From an optimization exercise on the open Yosys and OpenROAD flow, aimed at small area; shortcuts taken in it are not production practice.
Function was checked by simulation only, so behaviour that the tests miss may differ from the original.
Power is estimated from default activity; no workload was simulated.

### flow/design.v
package regfile_pkg;
    localparam int XLEN_DEF  = 32;
    localparam int NREGS_DEF = 32;
    localparam int NRD_DEF   = 2;
    localparam int ZERO_REG  = 0;
endpackage
import regfile_pkg::*;
module regfile_scoreboard
#(
    parameter int NR = NREGS_DEF - 1
)(
    input  logic          live,
    input  logic [NR-1:0] pend,
    output logic          any_pending
);
    assign any_pending = live & (|pend);
endmodule
import regfile_pkg::*;
module regfile_mp
#(
    parameter int XLEN  = XLEN_DEF,
    parameter int NREGS = NREGS_DEF,
    parameter int NRD   = NRD_DEF,
    localparam int AW   = ((NREGS > 1) ? $clog2(NREGS) : 1)
)(
    input  logic                clk,
    input  logic                rst_n,
    input  logic [NRD*AW-1:0]   rd_addr,
    output logic [NRD*XLEN-1:0] rd_data,
    output logic [NRD-1:0]      rd_pending,
    input  logic                wa_en,
    input  logic [AW-1:0]       wa_addr,
    input  logic [XLEN-1:0]     wa_data,
    input  logic                wb_en,
    input  logic [AW-1:0]       wb_addr,
    input  logic [XLEN-1:0]     wb_data,
    input  logic                issue_en,
    input  logic [AW-1:0]       issue_addr,
    input  logic                flush,
    output logic                any_pending
);
    localparam int NR = NREGS - 1;    
    logic            live, live_nf, phase;
    logic [XLEN-1:0] wa_enc, wb_enc;
    logic [NRD-1:0]  rd_flip;
    logic [NRD*XLEN-1:0] rd_raw;
    logic [3:0]      pa_lo, pb_lo, pi_lo;
    logic [7:0]      pa_hi, pb_hi, pi_hi;
    logic [3:0]      pr_lo [NRD];
    logic [7:0]      pr_hi [NRD];
    logic [NR-1:0]   sel_a, sel_b, hold;
    logic [NR-1:0]   pend, pend_next;
    logic [NR-1:0]   rsel [NRD];
    logic [NR*XLEN-1:0] regs_s;
    always_ff @(posedge clk or negedge rst_n) begin
        if (!rst_n) live <= 1'b0;
        else        live <= 1'b1;
    end
    always_ff @(posedge clk or negedge rst_n) begin
        if (!rst_n) phase <= 1'b0;
        else        phase <= ~phase;
    end
    assign live_nf = live & ~flush;
    for (genvar j = 0; j < XLEN; j++) begin : g_enc
        regfile_xor2 u_ea (.a(wa_data[j]), .b(phase), .y(wa_enc[j]));
        regfile_xor2 u_eb (.a(wb_data[j]), .b(phase), .y(wb_enc[j]));
    end
    regfile_predec u_pa (.en(wa_en),    .addr(wa_addr),    .lo(pa_lo), .hi(pa_hi));
    regfile_predec u_pb (.en(wb_en),    .addr(wb_addr),    .lo(pb_lo), .hi(pb_hi));
    regfile_predec u_pi (.en(issue_en), .addr(issue_addr), .lo(pi_lo), .hi(pi_hi));
    for (genvar k = 0; k < NRD; k++) begin : g_prd
        regfile_predec u_pr (.en(live), .addr(rd_addr[k*AW +: AW]), .lo(pr_lo[k]), .hi(pr_hi[k]));
    end
    for (genvar i = 0; i < NR; i++) begin : g_row
        localparam int R = i + 1;
        regfile_rowctl u_ctl (
            .a_lo        (pa_lo[R % 4]), .a_hi (pa_hi[R / 4]),
            .b_lo        (pb_lo[R % 4]), .b_hi (pb_hi[R / 4]),
            .i_lo        (pi_lo[R % 4]), .i_hi (pi_hi[R / 4]),
            .live        (live),
            .live_nf     (live_nf),
            .pend        (pend[i]),
            .sel_a       (sel_a[i]),
            .sel_b       (sel_b[i]),
            .hold        (hold[i]),
            .pend_next   (pend_next[i])
        );
        for (genvar k = 0; k < NRD; k++) begin : g_rs
            regfile_and2 u_rs (.a(pr_lo[k][R % 4]), .b(pr_hi[k][R / 4]), .y(rsel[k][i]));
        end
    end
    always_ff @(posedge clk)
        pend <= pend_next;
    for (genvar i = 0; i < NR; i++) begin : g_reg
        logic [XLEN-1:0] q, d;
        for (genvar j = 0; j < XLEN; j++) begin : g_bit
            regfile_wcell u_cell (
                .a    (sel_a[i]),
                .b    (sel_b[i]),
                .h    (hold[i]),
                .wa   (wa_enc[j]),
                .wb   (wb_enc[j]),
                .q    (q[j]),
                .d    (d[j])
            );
        end
        always_ff @(posedge clk)
            q <= d;
        assign regs_s[i*XLEN +: XLEN] = q;
    end
    for (genvar k = 0; k < NRD; k++) begin : g_rd
        assign rd_flip[k] = live && (rd_addr[k*AW +: AW] != '0) && phase;
        for (genvar j = 0; j < XLEN; j++) begin : g_dec
            regfile_xor2 u_d (.a(rd_raw[k*XLEN + j]), .b(rd_flip[k]), .y(rd_data[k*XLEN + j]));
        end
        for (genvar j = 0; j < XLEN; j++) begin : g_bit
            logic [NR-1:0] col;
            for (genvar i = 0; i < NR; i++) begin : g_col
                assign col[i] = regs_s[i*XLEN + j];
            end
            regfile_rdbit #(.N(NR)) u_bit (
                .sel   (rsel[k]),
                .dat   (col),
                .y     (rd_raw[k*XLEN + j])
            );
        end
        regfile_rdbit #(.N(NR)) u_pend (
            .sel   (rsel[k]),
            .dat   (pend),
            .y     (rd_pending[k])
        );
    end
    regfile_scoreboard #(.NR(NR)) u_scoreboard (
        .live        (live),
        .pend        (pend),
        .any_pending (any_pending)
    );
endmodule
module regfile_predec (
    input  logic       en,
    input  logic [4:0] addr,
    output logic [3:0] lo,
    output logic [7:0] hi
);
    for (genvar m = 0; m < 4; m++) begin : g_lo
        assign lo[m] = en & (addr[1:0] == 2'(m));
    end
    for (genvar m = 0; m < 8; m++) begin : g_hi
        assign hi[m] = (addr[4:2] == 3'(m));
    end
endmodule
module regfile_rowctl (
    input  logic a_lo, a_hi,
    input  logic b_lo, b_hi,
    input  logic i_lo, i_hi,
    input  logic live,
    input  logic live_nf,
    input  logic pend,
    output logic sel_a,
    output logic sel_b,
    output logic hold,
    output logic pend_next
);
    logic ha_n, hb_n, hi_n, keep_n;
    regfile_nand2 u_ha (.a(a_lo), .b(a_hi), .y(ha_n));
    regfile_nand2 u_hb (.a(b_lo), .b(b_hi), .y(hb_n));
    regfile_nand2 u_hi (.a(i_lo), .b(i_hi), .y(hi_n));
    assign sel_b       = ~hb_n;
    assign sel_a       = ~ha_n & hb_n;
    assign hold        = live & ha_n & hb_n;
    assign keep_n      = ~(live_nf & ha_n & hb_n);
    assign pend_next   = ~hi_n | (pend & ~keep_n);
endmodule
module regfile_wcell (
    input  logic a,
    input  logic b,
    input  logic h,
    input  logic wa,
    input  logic wb,
    input  logic q,
    output logic d
);
    assign d = ~((a & wa) | (b & wb) | (h & q));
endmodule
module regfile_rdbit
#(
    parameter int N = 31
)(
    input  logic [N-1:0] sel,
    input  logic [N-1:0] dat,
    output logic         y
);
    localparam int NT = N / 3;                  
    localparam int NR = N - 3 * NT;             
    localparam int NP = NT + (NR > 0 ? 1 : 0);  
    localparam int NG = (NP + 3) / 4;           
    logic [NP-1:0]   t_n;
    logic [NG-1:0]   g;
    for (genvar p = 0; p < NT; p++) begin : g_tri
        regfile_a222oi u_tri (
            .a1 (sel[3*p]),   .a2 (dat[3*p]),
            .b1 (sel[3*p+1]), .b2 (dat[3*p+1]),
            .c1 (sel[3*p+2]), .c2 (dat[3*p+2]),
            .y  (t_n[p])
        );
    end
    if (NR == 1) begin : g_one
        regfile_nand2 u_last (.a(sel[N-1]), .b(dat[N-1]), .y(t_n[NP-1]));
    end
    if (NR == 2) begin : g_two
        regfile_a222oi u_last (
            .a1 (sel[N-2]), .a2 (dat[N-2]),
            .b1 (sel[N-1]), .b2 (dat[N-1]),
            .c1 (1'b0),     .c2 (1'b0),
            .y  (t_n[NP-1])
        );
    end
    for (genvar q = 0; q < NG; q++) begin : g_grp
        localparam int W = (4*q + 4 <= NP) ? 4 : NP - 4*q;
        regfile_nand #(.W(W)) u_nand (.a(t_n[4*q +: W]), .y(g[q]));
    end
    assign y = |g;
endmodule
module regfile_a222oi (
    input  logic a1, a2, b1, b2, c1, c2,
    output logic y
);
    assign y = ~((a1 & a2) | (b1 & b2) | (c1 & c2));
endmodule
module regfile_nand
#(
    parameter int W = 4
)(
    input  logic [W-1:0] a,
    output logic         y
);
    assign y = ~&a;
endmodule
module regfile_and2 (
    input  logic a, b,
    output logic y
);
    assign y = a & b;
endmodule
module regfile_o22ai (
    input  logic a1, a2, b1, b2,
    output logic y
);
    assign y = ~((a1 | a2) & (b1 | b2));
endmodule
module regfile_nor2 (
    input  logic a, b,
    output logic y
);
    assign y = ~(a | b);
endmodule
module regfile_nand2 (
    input  logic a, b,
    output logic y
);
    assign y = ~(a & b);
endmodule
module regfile_xor2 (
    input  logic a, b,
    output logic y
);
    assign y = a ^ b;
endmodule
module regfile_or4 (
    input  logic a, b, c, d,
    output logic y
);
    assign y = a | b | c | d;
endmodule
### flow/config.mk
export PLATFORM = sky130hd
export DESIGN_NAME = regfile_mp
export DESIGN_NICKNAME = regfile_mp
export VERILOG_FILES = /design/flow/design.v
export SDC_FILE = /design/flow/constraint.sdc
export NUM_CORES = 4
export LEC_CHECK = 0
export CAP_MARGIN = 20
export CELL_PAD_IN_SITES_DETAIL_PLACEMENT = 2
export CELL_PAD_IN_SITES_GLOBAL_PLACEMENT = 2
export CORE_MARGIN = 2
export CORE_UTILIZATION = 30
export CTS_BUF_LIST = sky130_fd_sc_hd__clkbuf_16
export CTS_CLUSTER_DIAMETER = 100
export CTS_CLUSTER_SIZE = 24
export SLEW_MARGIN = 20
export SYNTH_HIERARCHICAL = 1
export SYNTH_MINIMUM_KEEP_SIZE = 0
### flow/flow/run.sh
#!/bin/bash
# The standard layout, with each input and output port buffered by a buf_1 instead of
# the cell buffer_ports picks by default. All of ORFS's output goes to standard.log here;
# ORFS's own per-step logs stay under orfs/logs/.
set -euo pipefail
export BUFFER_PORTS_ARGS="-buffer_cell sky130_fd_sc_hd__buf_1"
bash standard.sh > standard.log 2>&1
### flow/standard.sh
#!/bin/bash
# synth_recipe.tcl (not shown) runs the flow's synth.tcl, then flattens the netlist and writes it again
# the make line also repeats each setting of config.mk as NAME=value (left out here)
make -C /OpenROAD-flow-scripts/flow DESIGN_CONFIG=/design/flow/config.mk WORK_HOME=/design/flow/orfs CLKGATE_MAP_FILE= SYNTH_SCRIPT=/design/flow/synth_recipe.tcl "${@:-finish}"
### flow/constraint.sdc
create_clock -name core_clock -period 8.0 [get_ports {clk}]
set_input_delay 1.6000 -clock core_clock [delete_from_list [all_inputs] [get_ports {clk}]]
set_output_delay 1.6000 -clock core_clock [all_outputs]
set_load 0.01 [all_outputs]
==> impl_metrics.toml <==
[placement]
dp_cells = 5724
gpl.final_weighted_congestion = 0.883
detailedPlace.worstSlack_ns = 1.55
io_buffers = 161
detailedPlacementHpwl_um = 166000

[drt]
routed_wirelength_um = 283000
first_pass_iters = 12
detail_route.drc_violations = 0
detail_route.vias_per_cell = 8.44
detail_route.wl_per_cell_um = 48.7
drtIter0Drc = 15300
drtAntennaViolNets = 0
vias = 49100

[yosys]
syn_area_um2 = 42100
yosysUniqueCellTypes = 25
synth.avg_cell_area_um2 = 11.9
number_of_instances_in_the_synthesized_netlist = 3526
synth_largest_type_area_fraction = 0.487
synth-warning-count = 10
post_synth_main_area_contributors = "dfxtp_1 (49%), a222oi_1 (39%), xor2_1 (2.7%)"
seq_area_frac_synth = 0.488
synth_seq_cells = 1025
postSynthNetCount = 3621
synth_top_area_cell = "dfxtp_1"

[run_status]
run_status = "finished clean"

[clocking]
clockRootBuffer = "clkbuf_16"
cts-buffers-inserted = 50
clkSinkCount = 1025
cts_tree = "yes"
clkSlewWorstSetupHoldPaths_ns = 0.10
post-cts-setup-buffers = 0
cts_buffer_depth = 3
hold_buffers = 0
clock_tree.htree_level_count = 2
insertion_delay_ns = 0.73
post_cts_resize_count = 0

[floorplan]
ios = 162
die_height_um = 379
core-area_um2 = 139000
initial_core_util = 0.302
row_count = 137
die_x_um = 379
die_area_um2 = 143000

[critical_path]
start_kind = "flop"
timing.critical_path.to_type = "primary output"
timing.critical_path.cells = "buf_4, nor3b_1, and2_2, buf_4, a222oi_1, nand4_1, or3_1, xor2_1, buf_1"
timing.setup.critical_path_class = "reg -> out"
crit_fanout = 26
cpMostUsedCell = "buf_4"
cpMaxStageDelayCell = "dfrtp_1"
wp_data_required_ns = 6.40
critical-path-max-stage-delay_ns = 1.03
cp_arrival_ns = 5.26

[finish]
num-nets-final = 4004
layout_commonest_cell = "a222oi_1"
drive_gt1_frac = 0.121
area_occupied_by_multi_input_gates_um2 = 22600
fillers = 14800
synthToLayoutAreaGrowth_pct = 16.8
final_util = 0.353
regArea_um2 = 20500
most_frequent_cells_in_the_layout = "a222oi_1 (1652), dfxtp_1 (1023), nand2_1 (191)"
post_layout_nonfiller_instances = 5813

[global_route]
globalRouteMet3Util = 0.121
met1_usage = 0.500
grt.total_usage = 0.376
grt-busiest-layer = "met2"
grt_max_degree = 34
gr-usage-met2 = 0.529
grt_pass1_vias = 47800
grt_pass1_wl_um = 384000
grt_remaining_overflow = 0
antenna_found_initial = 18

[sta]
max_clock_freq_ghz = 0.146
timing.final.hold_violations = 0
grt_setup_unrepaired = "false"
setup_slack_ns = 1.14
maxSlewHeadroom = 0.139
finClkSkew_ns = 0.0186
timing_worst_slew_pin_value_ns = 1.29
post-route-min-period_ns = 6.86
tns_ns = 0
slew_violations = 0
setup_viol_count_final = 0
post-route-period-util = 0.858

[power_and_ir_drop]
powerDensity_nw_per_um2 = 216
vdd.ir_drop.worst_uv = 160
power.static_leakage_nw = 16.5
power_mw = 10.6

[flow_run]
drv.max_cap_violation_count = 0

[worst_hold_path]
min-delay-path-class = "reg -> reg"
==> report_power, final <==
group | leakage [nW] | total [mW] | internal [mW] | switching [mW]
Sequential | 8.61 | 5.97 | 5.57 | 0.398
Clock | 0.693 | 3.07 | 1.17 | 1.90
Combinational | 7.22 | 1.56 | 0.541 | 1.02
Total | 16.5 | 10.6 | 7.28 | 3.32
==> critical path, delay by kind of cell, from the launching register on <==
family / cells / cell delay [ns]
and+or+nand+nor: 4 / 1.82
AOI/OAI and AO/OA: 1 / 0.14
xor gates and xnor gates: 1 / 0.51
DFF: 1 / 1.03
buffers and inverters: 3 / 1.01
==> cell families after synthesis <==
logic type             count (synthesis)  share of synthesized area
AO/OA/AOI/OAI                       1655                      0.393
flip-flops                          1025                      0.488
AND/OR/NAND/NOR                      685                     0.0894
XOR/XNOR                             128                     0.0266
buffers and inverters                 32                    0.00285
other                                  1                  0.0000891
==> modules after synthesis, one instance, submodules excluded, a selection <==
| module | flops+latches | cells inside | area, µm² |
|---|---|---|---|
| regfile_nand2 | 0 | 1 | 3.75 |
| regfile_and2 | 0 | 1 | 6.26 |
| regfile_xor2 | 0 | 1 | 8.76 |
| regfile_wcell | 0 | 1 | 10.0 |
| regfile_predec | 0 | 12 | 96.3 |
| regfile_a222oi | 0 | 1 | 10.0 |
| regfile_rowctl | 0 | 5 | 23.8 |
| regfile_mp | 1025 | 1035 | 20600 |
==> final timing paths <==
path	startpoint	endpoint	slack [ns]	depth (start not counted)
setup / recovery	live	rd_data[62]	1.14	9
hold / removal	g_reg[10].q[0]	g_reg[10].q[0]	0.49	1
setup reg to reg	phase	g_reg[19].q[8]	3.68	5
hold reg to reg	g_reg[10].q[0]	g_reg[10].q[0]	0.49	1
max in group asynchronous	rst_n	phase	7.20	1
min in group asynchronous	rst_n	phase	0.65	1
==> synthesized netlist by cell type <==
library cell and n:
a21oi_1 2, a222oi_1 1652, and2_1 62, and3_1 36
and3_2 5, and3b_1 10, and3b_2 15, conb_1 1
dfrtp_1 2, dfxtp_1 1023, inv_1 1, inv_2 31
nand2_1 191, nand3_1 66, nand4_1 165, nor2_1 33
nor2b_1 1, nor3_1 6, nor3_2 2, nor3b_1 20
nor4_1 6, nor4_2 1, o21a_1 1, or3_1 66
xor2_1 128
==> flip-flops by register name, indices dropped and copies added, names as in the netlist <==
register	cells
g.q	992
phase	1
pend	31
live	1
==> layout make-up <==
| class | instances | area share |
|---|---|---|
| clock buffer | 51 | 0.0260 |
| sequential | 1025 | 0.418 |
| multi-input combinational | 2469 | 0.460 |
| inverter | 32 | 0.00247 |
| timing repair buffer | 331 | 0.0431 |
| antenna | 14 | 0.000713 |
| tap | 1876 | 0.0478 |
| clock inverter | 15 | 0.00204 |
==> metrics by stage <==
| stage | cell area, µm² | hold slack (ns) |
|---|---|---|
| after floorplan | 42100 | 0.456 |
| after global placement | 47400 | 0.463 |
| after detailed placement | 47500 | 0.476 |
| after CTS | 48900 | 0.492 |
| after global routing | 49100 | 0.506 |
| final | 49200 | 0.492 |
==> metal layers <==
metal	part of all wire	routed length [µm]
met1	0.38	109000
met2	0.41	116000
met3	0.14	40700
met4	0.064	18100
met5	0.00025	72

[re-timing with driven ports]
No port has a modelled driver above. Below, the same layout with a new extraction and two added sets of constraints.
Step 1 sets driving cells, clkbuf_16 on the clock port and buf_2 on the other inputs (assumed; they add their load-dependent delay and slew).
Step 2 also shifts input and output timing later by t, the mid clock arrival at the registers, as if the neighbouring blocks saw the same clock.
a / b / c = ideal ports / drivers / drivers and shift; a / b = the first two.
shift t [ns]: 0.792
setup WS [ns]: 1.137 / 1.055 / 1.321
clock arrival spread, ns: 0.036 / 0.035
pins driven straight from the clock port: 1
After both steps setup and hold are still met in this run. The setup slack of this run moves by -0.082 ns with the drivers and by +0.184 ns with both steps.
